This is an optimization exercise on Yosys and OpenROAD, whose aim is small area, not a production implementation. Only simulation tests tie the RTL to the original design; equivalence was not proved. No activity file was given, so power comes from the tool's default toggle rates.

==> run R: inputs <==
## pwm_audio_top
module pwm_audio_top (
  input  wire logic                                   PWM_ADC_CLOCK_100M,
  input  wire logic                                   arst_n,
  input  wire logic [pwm_audio_pkg::FIFO_W:0]         audio_fifo,    
  output logic                                        audio_read,
  input  wire logic [pwm_audio_pkg::FIFO_W:0]         delay_fifo,    
  output logic                                        delay_read,
  output logic                                        pwm_out,
  output logic [pwm_audio_pkg::NUM_CHANNELS-1:0]      speakers
);
==> module pwm_modulator, before the edit <==
module pwm_modulator (
  input  wire logic                               PWM_ADC_CLOCK_100M,
  input  wire logic                               arst_n,
  input  wire logic [pwm_audio_pkg::SAMPLE_W-1:0] sample,
  output logic                                    pwm_out       
);
  logic [pwm_audio_pkg::RES_W-1:0] res;
  logic                            over;          
  logic [10:0]                     c;
  logic [10:0]                     sum;
  logic                            carry;
  logic [9:0]                      sw;
  assign c[0] = 1'b0;
  for (genvar i = 0; i < 10; i++) begin : g_add
    assign sum[i] = res[i] ^ sample[i] ^ c[i];
    assign c[i+1] = (res[i] & sample[i]) | (res[i] & c[i]) | (sample[i] & c[i]);
  end
  assign sum[10] = c[10];
  assign carry   = sum[10] | (&sum[9:5] & (sum[4] | sum[3]));
  assign sw = sum[9:0] + 10'd24;
  always_ff @(posedge PWM_ADC_CLOCK_100M or negedge arst_n) begin
    if (!arst_n) begin
      res     <= '0;
      over    <= 1'b0;
      pwm_out <= 1'b0;
    end else begin
      res     <= carry ? sw : sum[9:0];
      over    <= carry;                      
      pwm_out <= over;                       
    end
  end
endmodule
==> module speaker_tap, before the edit <==
module speaker_tap #(
  parameter int CHANNEL = 0                        
) (
  input  wire logic                                   PWM_ADC_CLOCK_100M,
  input  wire logic                                   arst_n,
  input  wire pwm_audio_pkg::delay_wr_t               delay_wr,
  input  wire pwm_audio_pkg::res_wr_t                 res_wr,
  input  wire logic                                   tap_far,      
  input  wire logic [pwm_audio_pkg::DELAY_W-1:0]      tap_delay,    
  input  wire logic [pwm_audio_pkg::RES_W-1:0]        wr_res,       
  input  wire logic [pwm_audio_pkg::SAMPLE_CNT_W-1:0] period_cnt,
  input  wire logic [pwm_audio_pkg::SAMPLE_W-1:0]     sample,
  input  wire logic [pwm_audio_pkg::SAMPLE_W-1:0]     sample_d1,
  input  wire logic [pwm_audio_pkg::SAMPLE_W-1:0]     sample_d2,
  output logic                                        speaker
);
  logic                              far;
  logic [pwm_audio_pkg::DELAY_W-1:0] lag_mod;
  logic [pwm_audio_pkg::RES_W-1:0]   res;          
  logic [pwm_audio_pkg::RES_W-1:0]   cur;
  logic                              wr_hit;
  logic                              res_hit;
  logic                              back;
  logic [10:0]                       gt;
  logic [pwm_audio_pkg::SAMPLE_W-1:0] s;
  logic [10:0]                       c;
  logic [10:0]                       sum;
  logic                              carry;
  logic [9:0]                        sw;
  assign wr_hit  = delay_wr.en &&
                   (delay_wr.chan == pwm_audio_pkg::CHAN_W'(CHANNEL));
  assign res_hit = res_wr.en &&
                   (res_wr.chan == pwm_audio_pkg::CHAN_W'(CHANNEL));
  assign gt[0] = 1'b0;
  for (genvar i = 0; i < 10; i++) begin : g_cmp
    assign gt[i+1] = (period_cnt[i] & ~lag_mod[i]) | (period_cnt[i] & gt[i]) | (~lag_mod[i] & gt[i]);
  end
  assign back = ~gt[10];
  logic sel0, sel1, sel2;
  assign sel0 = ~far & ~back;
  assign sel1 = far ^ back;
  assign sel2 = far & back;
  assign s = ({10{sel0}} & sample) | ({10{sel1}} & sample_d1) | ({10{sel2}} & sample_d2);
  assign cur  = res_hit ? wr_res : res;
  assign c[0] = 1'b0;
  for (genvar i = 0; i < 10; i++) begin : g_add
    assign sum[i]   = cur[i] ^ s[i] ^ c[i];
    assign c[i+1]   = (cur[i] & s[i]) | (cur[i] & c[i]) | (s[i] & c[i]);
  end
  assign sum[10] = c[10];
  assign carry = sum[10] | (&sum[9:5] & (sum[4] | sum[3]));
  assign sw = sum[9:0] + 10'd24;
  always_ff @(posedge PWM_ADC_CLOCK_100M) begin
    if (wr_hit || !arst_n) begin
      far     <= tap_far;             
      lag_mod <= tap_delay;
    end
  end
  always_ff @(posedge PWM_ADC_CLOCK_100M or negedge arst_n) begin
    if (!arst_n) begin
      res     <= '0;
      speaker <= 1'b0;
    end else begin
      res     <= carry ? sw : sum[9:0];
      speaker <= carry;               
    end
  end
endmodule
==> module delay_line, before the edit <==
module delay_line (
  input  wire logic                            PWM_ADC_CLOCK_100M,
  input  wire logic                            arst_n,
  input  wire pwm_audio_pkg::delay_wr_t        delay_wr,
  output pwm_audio_pkg::res_wr_t               res_wr,      
  output logic      [pwm_audio_pkg::RES_W-1:0] res          
);
  logic [13:0] p;
  logic [8:0]  x1;
  logic [7:0]  x2;
  logic [7:0]  x3;
  logic [2:0]  dd;
  logic [2:0]  t;
  logic [9:0]  t125;
  assign p  = {7'd0, delay_wr.n125} * {7'd0, delay_wr.s125};            
  assign x1 = {2'd0, p[6:0]} + {2'd0, p[13:7]} + {1'd0, p[13:7], 1'b0};   
  assign x2 = {1'd0, x1[6:0]} + {6'd0, x1[8:7]} + {5'd0, x1[8:7], 1'b0};  
  assign x3 = x2 + 8'd3;
  always_ff @(posedge PWM_ADC_CLOCK_100M or negedge arst_n) begin
    if (!arst_n) begin
      res_wr.en <= 1'b0;
    end else begin
      res_wr.en <= delay_wr.en;
    end
  end
  always_ff @(posedge PWM_ADC_CLOCK_100M) begin
    res_wr.chan <= delay_wr.chan;
    res_wr.r125 <= x3[7] ? x3[6:0] : x2[6:0];
    res_wr.r8   <= 3'(delay_wr.n8 * delay_wr.s8);
  end
  assign dd = res_wr.r8 - res_wr.r125[2:0];
  assign t  = {dd[2] ^ dd[0], dd[1], dd[0]};
  always_comb begin
    case (t)
      3'd0:    t125 = 10'd0;
      3'd1:    t125 = 10'd125;
      3'd2:    t125 = 10'd250;
      3'd3:    t125 = 10'd375;
      3'd4:    t125 = 10'd500;
      3'd5:    t125 = 10'd625;
      3'd6:    t125 = 10'd750;
      default: t125 = 10'd875;
    endcase
  end
  assign res = {3'd0, res_wr.r125} + t125;
endmodule
==> module delay_table_loader, before the edit <==
module delay_table_loader (
  input  wire logic                     PWM_ADC_CLOCK_100M,
  input  wire logic                     arst_n,
  input  wire pwm_audio_pkg::fifo_in_t  delay_fifo,    
  input  wire logic [pwm_audio_pkg::SAMPLE_CNT_W-1:0] period_cnt,
  input  wire logic [pwm_audio_pkg::SAMPLE_W-1:0]     sample,
  input  wire logic [pwm_audio_pkg::SAMPLE_W-1:0]     sample_d1,
  input  wire logic [pwm_audio_pkg::SAMPLE_W-1:0]     sample_d2,
  output logic                          delay_read,    
  output pwm_audio_pkg::delay_wr_t      delay_wr,      
  output logic                          tap_far,       
  output logic [pwm_audio_pkg::DELAY_W-1:0] tap_delay  
);
  typedef enum logic {
    ST_IDLE    = 1'b0,                     
    ST_LOADING = 1'b1                      
  } state_t;
  state_t                        state;
  logic [pwm_audio_pkg::CHAN_W:0] idx;      
  logic                          is_marker;
  logic                          idx_ok;
  logic                          wr;
  logic [pwm_audio_pkg::DELAY_W-1:0] d;
  logic                          far;       
  logic [9:0]                    lag;       
  logic [10:0]                   e;         
  logic                          neg;
  logic [7:0]                    y;
  logic [7:0]                    z;
  logic                          older;     
  logic                          oldest;    
  logic [pwm_audio_pkg::SAMPLE_W-1:0] s;
  assign delay_read = arst_n && delay_fifo.avail;    
  assign is_marker = (delay_fifo.data == pwm_audio_pkg::FRAME_MARKER);
  assign idx_ok    = !idx[pwm_audio_pkg::CHAN_W];
  assign wr        = delay_fifo.avail && (state == ST_LOADING) && !is_marker && idx_ok;
  assign d   = delay_fifo.data[pwm_audio_pkg::DELAY_W-1:0];
  assign far = (d >= 10'd998);
  assign lag = d + {5'd0, far, far, 3'b010};                  
  assign e   = {1'b0, period_cnt} + {1'b0, ~d};
  assign neg = !e[10];
  assign y   = {1'b0, e[6:0]} + {5'd0, e[9:7]} + {4'd0, e[9:7], 1'b0} + (neg ? 8'd101 : 8'd0);
  assign z   = y + 8'd3;
  assign older  = neg || (e[9:0] == 10'd0);
  assign oldest = neg && (e[9:0] <= 10'd24);
  always_comb begin
    if (oldest)     s = sample_d2;
    else if (older) s = sample_d1;
    else            s = sample;
  end
  always_ff @(posedge PWM_ADC_CLOCK_100M or negedge arst_n) begin
    if (!arst_n) begin
      state       <= ST_IDLE;
      idx         <= '0;
      delay_wr.en <= 1'b0;
    end else begin
      delay_wr.en <= wr;
      if (delay_fifo.avail) begin
        case (state)
          ST_IDLE: begin
            if (is_marker) begin
              state <= ST_LOADING;         
              idx   <= '0;
            end
          end
          ST_LOADING: begin
            if (is_marker) begin
              state <= ST_IDLE;            
            end else if (idx_ok) begin
              idx   <= idx + 1'b1;
            end
          end
          default: begin
            state <= ST_IDLE;
          end
        endcase
      end
    end
  end
  assign tap_far   = delay_wr.far && arst_n;
  assign tap_delay = arst_n ? delay_wr.delay : 10'd2;
  always_ff @(posedge PWM_ADC_CLOCK_100M) begin
    delay_wr.chan  <= idx[pwm_audio_pkg::CHAN_W-1:0];
    delay_wr.far   <= far;
    delay_wr.delay <= lag;
    delay_wr.n125  <= z[7] ? z[6:0] : y[6:0];
    delay_wr.n8    <= e[2:0];
    delay_wr.s125  <= pwm_audio_pkg::mod125(s);
    delay_wr.s8    <= s[2:0];
  end
endmodule
Settings: LEC_CHECK=0, CAP_MARGIN=20, CORE_MARGIN=2, CORE_UTILIZATION=60, CTS_BUF_LIST=sky130_fd_sc_hd__clkbuf_16, CTS_CLUSTER_DIAMETER=80, CTS_CLUSTER_SIZE=30, SLEW_MARGIN=20; clock period 10.0 ns.
standard.sh (not shown) runs the stock make flow with config.mk's settings and CLKGATE_MAP_FILE= SYNTH_SCRIPT=/design/flow/synth_recipe.tcl, a recipe that flattens the netlist after the stock synthesis.
==> flow/flow/run.sh <==
#!/bin/bash
# Standard layout, with the smallest buffer on the ports and a clock tree
# without dummy loads. Each tool's output goes to a log file here.
set -euo pipefail
export BUFFER_PORTS_ARGS="-buffer_cell sky130_fd_sc_hd__buf_1"
export CTS_ARGS="-sink_clustering_enable -repair_clock_nets -sink_clustering_size 30 -sink_clustering_max_diameter 80 -buf_list sky130_fd_sc_hd__clkbuf_16 -dont_use_dummy_load"
bash standard.sh > standard.log 2>&1
==> run C: changes against run R <==
--- a/flow/design.v
+++ b/flow/design.v
@@ -97,6 +97,7 @@
   logic [10:0]                     sum;
   logic                            carry;
   logic [9:0]                      sw;
+  logic [10:3]                     k;
   assign c[0] = 1'b0;
   for (genvar i = 0; i < 10; i++) begin : g_add
     assign sum[i] = res[i] ^ sample[i] ^ c[i];
@@ -104,7 +105,15 @@
   end
   assign sum[10] = c[10];
   assign carry   = sum[10] | (&sum[9:5] & (sum[4] | sum[3]));
-  assign sw = sum[9:0] + 10'd24;
+  assign sw[2:0] = sum[2:0];
+  assign sw[3]   = ~sum[3];
+  assign k[4]    = sum[3];
+  assign sw[4]   = ~(sum[4] ^ k[4]);
+  assign k[5]    = sum[4] | k[4];
+  for (genvar i = 5; i < 10; i++) begin : g_inc
+    assign sw[i]  = sum[i] ^ k[i];
+    assign k[i+1] = sum[i] & k[i];
+  end
   always_ff @(posedge PWM_ADC_CLOCK_100M or negedge arst_n) begin
     if (!arst_n) begin
       res     <= '0;
@@ -292,6 +301,7 @@
   logic [10:0]                       sum;
   logic                              carry;
   logic [9:0]                        sw;
+  logic [10:3]                       k;
   assign wr_hit  = delay_wr.en &&
                    (delay_wr.chan == pwm_audio_pkg::CHAN_W'(CHANNEL));
   assign res_hit = res_wr.en &&
@@ -301,11 +311,13 @@
     assign gt[i+1] = (period_cnt[i] & ~lag_mod[i]) | (period_cnt[i] & gt[i]) | (~lag_mod[i] & gt[i]);
   end
   assign back = ~gt[10];
-  logic sel0, sel1, sel2;
-  assign sel0 = ~far & ~back;
-  assign sel1 = far ^ back;
-  assign sel2 = far & back;
-  assign s = ({10{sel0}} & sample) | ({10{sel1}} & sample_d1) | ({10{sel2}} & sample_d2);
+  always_comb begin
+    case ({far, back})
+      2'b00:   s = sample;
+      2'b11:   s = sample_d2;
+      default: s = sample_d1;
+    endcase
+  end
   assign cur  = res_hit ? wr_res : res;
   assign c[0] = 1'b0;
   for (genvar i = 0; i < 10; i++) begin : g_add
@@ -314,7 +326,15 @@
   end
   assign sum[10] = c[10];
   assign carry = sum[10] | (&sum[9:5] & (sum[4] | sum[3]));
-  assign sw = sum[9:0] + 10'd24;
+  assign sw[2:0] = sum[2:0];
+  assign sw[3]   = ~sum[3];
+  assign k[4]    = sum[3];
+  assign sw[4]   = ~(sum[4] ^ k[4]);
+  assign k[5]    = sum[4] | k[4];
+  for (genvar i = 5; i < 10; i++) begin : g_inc
+    assign sw[i]  = sum[i] ^ k[i];
+    assign k[i+1] = sum[i] & k[i];
+  end
   always_ff @(posedge PWM_ADC_CLOCK_100M) begin
     if (wr_hit || !arst_n) begin
       far     <= tap_far;             
==> flow/run.sh (new file) <==
#!/bin/bash
# synth_recipe.tcl (not shown) runs the flow's synth.tcl, then flattens the netlist and writes it again
# the make line also repeats each setting of config.mk as NAME=value (left out here)
make -C /OpenROAD-flow-scripts/flow DESIGN_CONFIG=/design/flow/config.mk WORK_HOME=/design/flow/orfs CLKGATE_MAP_FILE= SYNTH_SCRIPT=/design/flow/synth_recipe.tcl finish
removed: flow/flow/run.sh
removed: flow/standard.sh
==> run D: changes against run R <==
--- a/flow/design.v
+++ b/flow/design.v
@@ -97,6 +97,7 @@
   logic [10:0]                     sum;
   logic                            carry;
   logic [9:0]                      sw;
+  logic [10:3]                     k;
   assign c[0] = 1'b0;
   for (genvar i = 0; i < 10; i++) begin : g_add
     assign sum[i] = res[i] ^ sample[i] ^ c[i];
@@ -104,7 +105,15 @@
   end
   assign sum[10] = c[10];
   assign carry   = sum[10] | (&sum[9:5] & (sum[4] | sum[3]));
-  assign sw = sum[9:0] + 10'd24;
+  assign sw[2:0] = sum[2:0];
+  assign sw[3]   = ~sum[3];
+  assign k[4]    = sum[3];
+  assign sw[4]   = ~(sum[4] ^ k[4]);
+  assign k[5]    = sum[4] | k[4];
+  for (genvar i = 5; i < 10; i++) begin : g_inc
+    assign sw[i]  = sum[i] ^ k[i];
+    assign k[i+1] = sum[i] & k[i];
+  end
   always_ff @(posedge PWM_ADC_CLOCK_100M or negedge arst_n) begin
     if (!arst_n) begin
       res     <= '0;
@@ -292,6 +301,7 @@
   logic [10:0]                       sum;
   logic                              carry;
   logic [9:0]                        sw;
+  logic [10:3]                       k;
   assign wr_hit  = delay_wr.en &&
                    (delay_wr.chan == pwm_audio_pkg::CHAN_W'(CHANNEL));
   assign res_hit = res_wr.en &&
@@ -301,11 +311,13 @@
     assign gt[i+1] = (period_cnt[i] & ~lag_mod[i]) | (period_cnt[i] & gt[i]) | (~lag_mod[i] & gt[i]);
   end
   assign back = ~gt[10];
-  logic sel0, sel1, sel2;
-  assign sel0 = ~far & ~back;
-  assign sel1 = far ^ back;
-  assign sel2 = far & back;
-  assign s = ({10{sel0}} & sample) | ({10{sel1}} & sample_d1) | ({10{sel2}} & sample_d2);
+  always_comb begin
+    case ({far, back})
+      2'b00:   s = sample;
+      2'b11:   s = sample_d2;
+      default: s = sample_d1;
+    endcase
+  end
   assign cur  = res_hit ? wr_res : res;
   assign c[0] = 1'b0;
   for (genvar i = 0; i < 10; i++) begin : g_add
@@ -314,7 +326,15 @@
   end
   assign sum[10] = c[10];
   assign carry = sum[10] | (&sum[9:5] & (sum[4] | sum[3]));
-  assign sw = sum[9:0] + 10'd24;
+  assign sw[2:0] = sum[2:0];
+  assign sw[3]   = ~sum[3];
+  assign k[4]    = sum[3];
+  assign sw[4]   = ~(sum[4] ^ k[4]);
+  assign k[5]    = sum[4] | k[4];
+  for (genvar i = 5; i < 10; i++) begin : g_inc
+    assign sw[i]  = sum[i] ^ k[i];
+    assign k[i+1] = sum[i] & k[i];
+  end
   always_ff @(posedge PWM_ADC_CLOCK_100M) begin
     if (wr_hit || !arst_n) begin
       far     <= tap_far;             
==> flow/run.sh (new file) <==
#!/bin/bash
# synth_recipe.tcl (not shown) runs the flow's synth.tcl, then flattens the netlist and writes it again
# the make line also repeats each setting of config.mk as NAME=value (left out here)
make -C /OpenROAD-flow-scripts/flow DESIGN_CONFIG=/design/flow/config.mk WORK_HOME=/design/flow/orfs CLKGATE_MAP_FILE= SYNTH_SCRIPT=/design/flow/synth_recipe.tcl finish
--- a/flow/config.mk
+++ b/flow/config.mk
@@ -8,7 +8,7 @@
 export CAP_MARGIN = 20
 export CORE_MARGIN = 2
 export CORE_UTILIZATION = 60
-export CTS_BUF_LIST = sky130_fd_sc_hd__clkbuf_16
-export CTS_CLUSTER_DIAMETER = 80
-export CTS_CLUSTER_SIZE = 30
+export CTS_BUF_LIST = sky130_fd_sc_hd__clkbuf_8 sky130_fd_sc_hd__clkbuf_16
+export CTS_CLUSTER_DIAMETER = 60
+export CTS_CLUSTER_SIZE = 25
 export SLEW_MARGIN = 20
removed: flow/flow/run.sh
removed: flow/standard.sh
==> run Y: changes against run R <==
--- a/flow/design.v
+++ b/flow/design.v
@@ -25,14 +25,13 @@
     logic               far;                         
     logic [DELAY_W-1:0] delay;                       
     logic [M125_W-1:0]  n125;                        
-    logic [M8_W-1:0]    n8;                          
     logic [M125_W-1:0]  s125;                        
-    logic [M8_W-1:0]    s8;
+    logic [M8_W-1:0]    r8;                          
   } delay_wr_t;
   typedef struct packed {
     logic               en;
     logic [CHAN_W-1:0]  chan;
-    logic [M125_W-1:0]  r125;
+    logic [M125_W:0]    r125;                        
     logic [M8_W-1:0]    r8;
   } res_wr_t;
   function automatic logic [M125_W-1:0] mod125(input logic [9:0] x);
@@ -131,13 +130,28 @@
   logic [8:0]  x1;
   logic [7:0]  x2;
   logic [7:0]  x3;
+  logic [6:0]  a;
   logic [2:0]  dd;
   logic [2:0]  t;
   logic [9:0]  t125;
-  assign p  = {7'd0, delay_wr.n125} * {7'd0, delay_wr.s125};            
+  logic [13:0] ps, pc, pp, ns, nc;
+  always_comb begin
+    ps = {7'd0, delay_wr.n125 & {7{delay_wr.s125[0]}}};
+    pc = '0;
+    for (int j = 1; j < 7; j++) begin
+      pp = {7'd0, delay_wr.n125 & {7{delay_wr.s125[j]}}} << j;
+      nc = '0;
+      for (int k = 0; k < 14; k++) begin
+        ns[k] = ps[k] ^ pp[k] ^ pc[k];
+        if (k < 13) nc[k+1] = (ps[k] & pp[k]) | (ps[k] & pc[k]) | (pp[k] & pc[k]);
+      end
+      ps = ns;
+      pc = nc;
+    end
+  end
+  assign p  = ps + pc;                                                   
   assign x1 = {2'd0, p[6:0]} + {2'd0, p[13:7]} + {1'd0, p[13:7], 1'b0};   
   assign x2 = {1'd0, x1[6:0]} + {6'd0, x1[8:7]} + {5'd0, x1[8:7], 1'b0};  
-  assign x3 = x2 + 8'd3;
   always_ff @(posedge PWM_ADC_CLOCK_100M or negedge arst_n) begin
     if (!arst_n) begin
       res_wr.en <= 1'b0;
@@ -147,10 +161,12 @@
   end
   always_ff @(posedge PWM_ADC_CLOCK_100M) begin
     res_wr.chan <= delay_wr.chan;
-    res_wr.r125 <= x3[7] ? x3[6:0] : x2[6:0];
-    res_wr.r8   <= 3'(delay_wr.n8 * delay_wr.s8);
+    res_wr.r125 <= x2;
+    res_wr.r8   <= delay_wr.r8;
   end
-  assign dd = res_wr.r8 - res_wr.r125[2:0];
+  assign x3 = res_wr.r125 + 8'd3;
+  assign a  = x3[7] ? x3[6:0] : res_wr.r125[6:0];
+  assign dd = res_wr.r8 - a[2:0];
   assign t  = {dd[2] ^ dd[0], dd[1], dd[0]};
   always_comb begin
     case (t)
@@ -164,7 +180,7 @@
       default: t125 = 10'd875;
     endcase
   end
-  assign res = {3'd0, res_wr.r125} + t125;
+  assign res = {3'd0, a} + t125;
 endmodule
 `default_nettype wire
 `timescale 1ns/1ps
@@ -255,9 +271,8 @@
     delay_wr.far   <= far;
     delay_wr.delay <= lag;
     delay_wr.n125  <= z[7] ? z[6:0] : y[6:0];
-    delay_wr.n8    <= e[2:0];
     delay_wr.s125  <= pwm_audio_pkg::mod125(s);
-    delay_wr.s8    <= s[2:0];
+    delay_wr.r8    <= 3'(e[2:0] * s[2:0]);
   end
 endmodule
 `default_nettype wire
==> flow/flow/run.sh (replaced) <==
#!/bin/bash
# The standard layout with three changes:
#  - synthesis maps the logic with flow/abc.script, an area-oriented ABC
#    script, in place of ORFS's abc_speed.script (a copy of ORFS's scripts
#    folder with that one file replaced, used for the synth step only);
#  - the ports get the smallest buffer, sky130_fd_sc_hd__buf_1;
#  - the clock tree uses larger sink clusters and no dummy loads.
# Each step's output goes to a log file of its own in this folder.
set -euo pipefail
rm -rf scripts_synth
cp -r "$FLOW_HOME/scripts" scripts_synth
cp flow/abc.script scripts_synth/abc_speed.script
SCRIPTS_DIR="$PWD/scripts_synth" bash standard.sh synth > synth.log 2>&1
export BUFFER_PORTS_ARGS="-buffer_cell sky130_fd_sc_hd__buf_1"
export CTS_ARGS="-sink_clustering_enable -repair_clock_nets -sink_clustering_size 30 -sink_clustering_max_diameter 80 -buf_list sky130_fd_sc_hd__clkbuf_16 -dont_use_dummy_load"
bash standard.sh > layout.log 2>&1
==> flow/flow/abc.script (new file) <==
&get -n
&st
&dc2
&dch -f
&nf -a -R 1000
&put
==> run notes <==
- Run D produced a clean layout. Run R ran to the end with no violations. Run Y finished clean. Run C produced a clean layout.
- In run D the routed wire length is larger than in run R, by 7.0%.
- Of run Y and run R, run Y has the higher first-iteration DRC count (gap 2.2%, measured against run R).
- In run Y the die area is lower than in run D, by 9.4%.
- In synthesized area, run D and run C do not differ.
- Count of clock-buffer cells in the layout: run D > run C > run R > run Y.
- The lowest global-route usage belongs to run R, the highest to run Y.
- Clock power, lowest first: run Y, run R, run C, run D.
- The lowest total power belongs to run Y, the highest to run R.

## what the ideal ports hide
The flow's constraints put no driver on any port. The routed layouts listed below were extracted and timed again, unchanged, in two steps.
Step 1 (the two cells are an assumption about what drives the block):
set clk [get_ports {PWM_ADC_CLOCK_100M}]
set_driving_cell -lib_cell sky130_fd_sc_hd__clkbuf_16 $clk
set_driving_cell -lib_cell sky130_fd_sc_hd__buf_2 [delete_from_list [all_inputs] $clk]
Step 2 times the ports against the registers' clock, not the clock port: input delays grow and output delays shrink by t, the midpoint of the rising clock arrivals with the driver on.
Three values: ideal ports, drivers, drivers and shift; two values: the first two.
run	t, ns	setup WS [ns]	worst setup path after step 2
run R	0.564	0.961 / 0.961 / 0.961	register to register
run C	0.578	0.775 / 0.775 / 0.775	register to register
run D	0.621	0.815 / 0.815 / 0.815	register to register
run Y	0.549	1.476 / 1.476 / 1.476	register to register
After both steps every run listed still meets setup and hold.
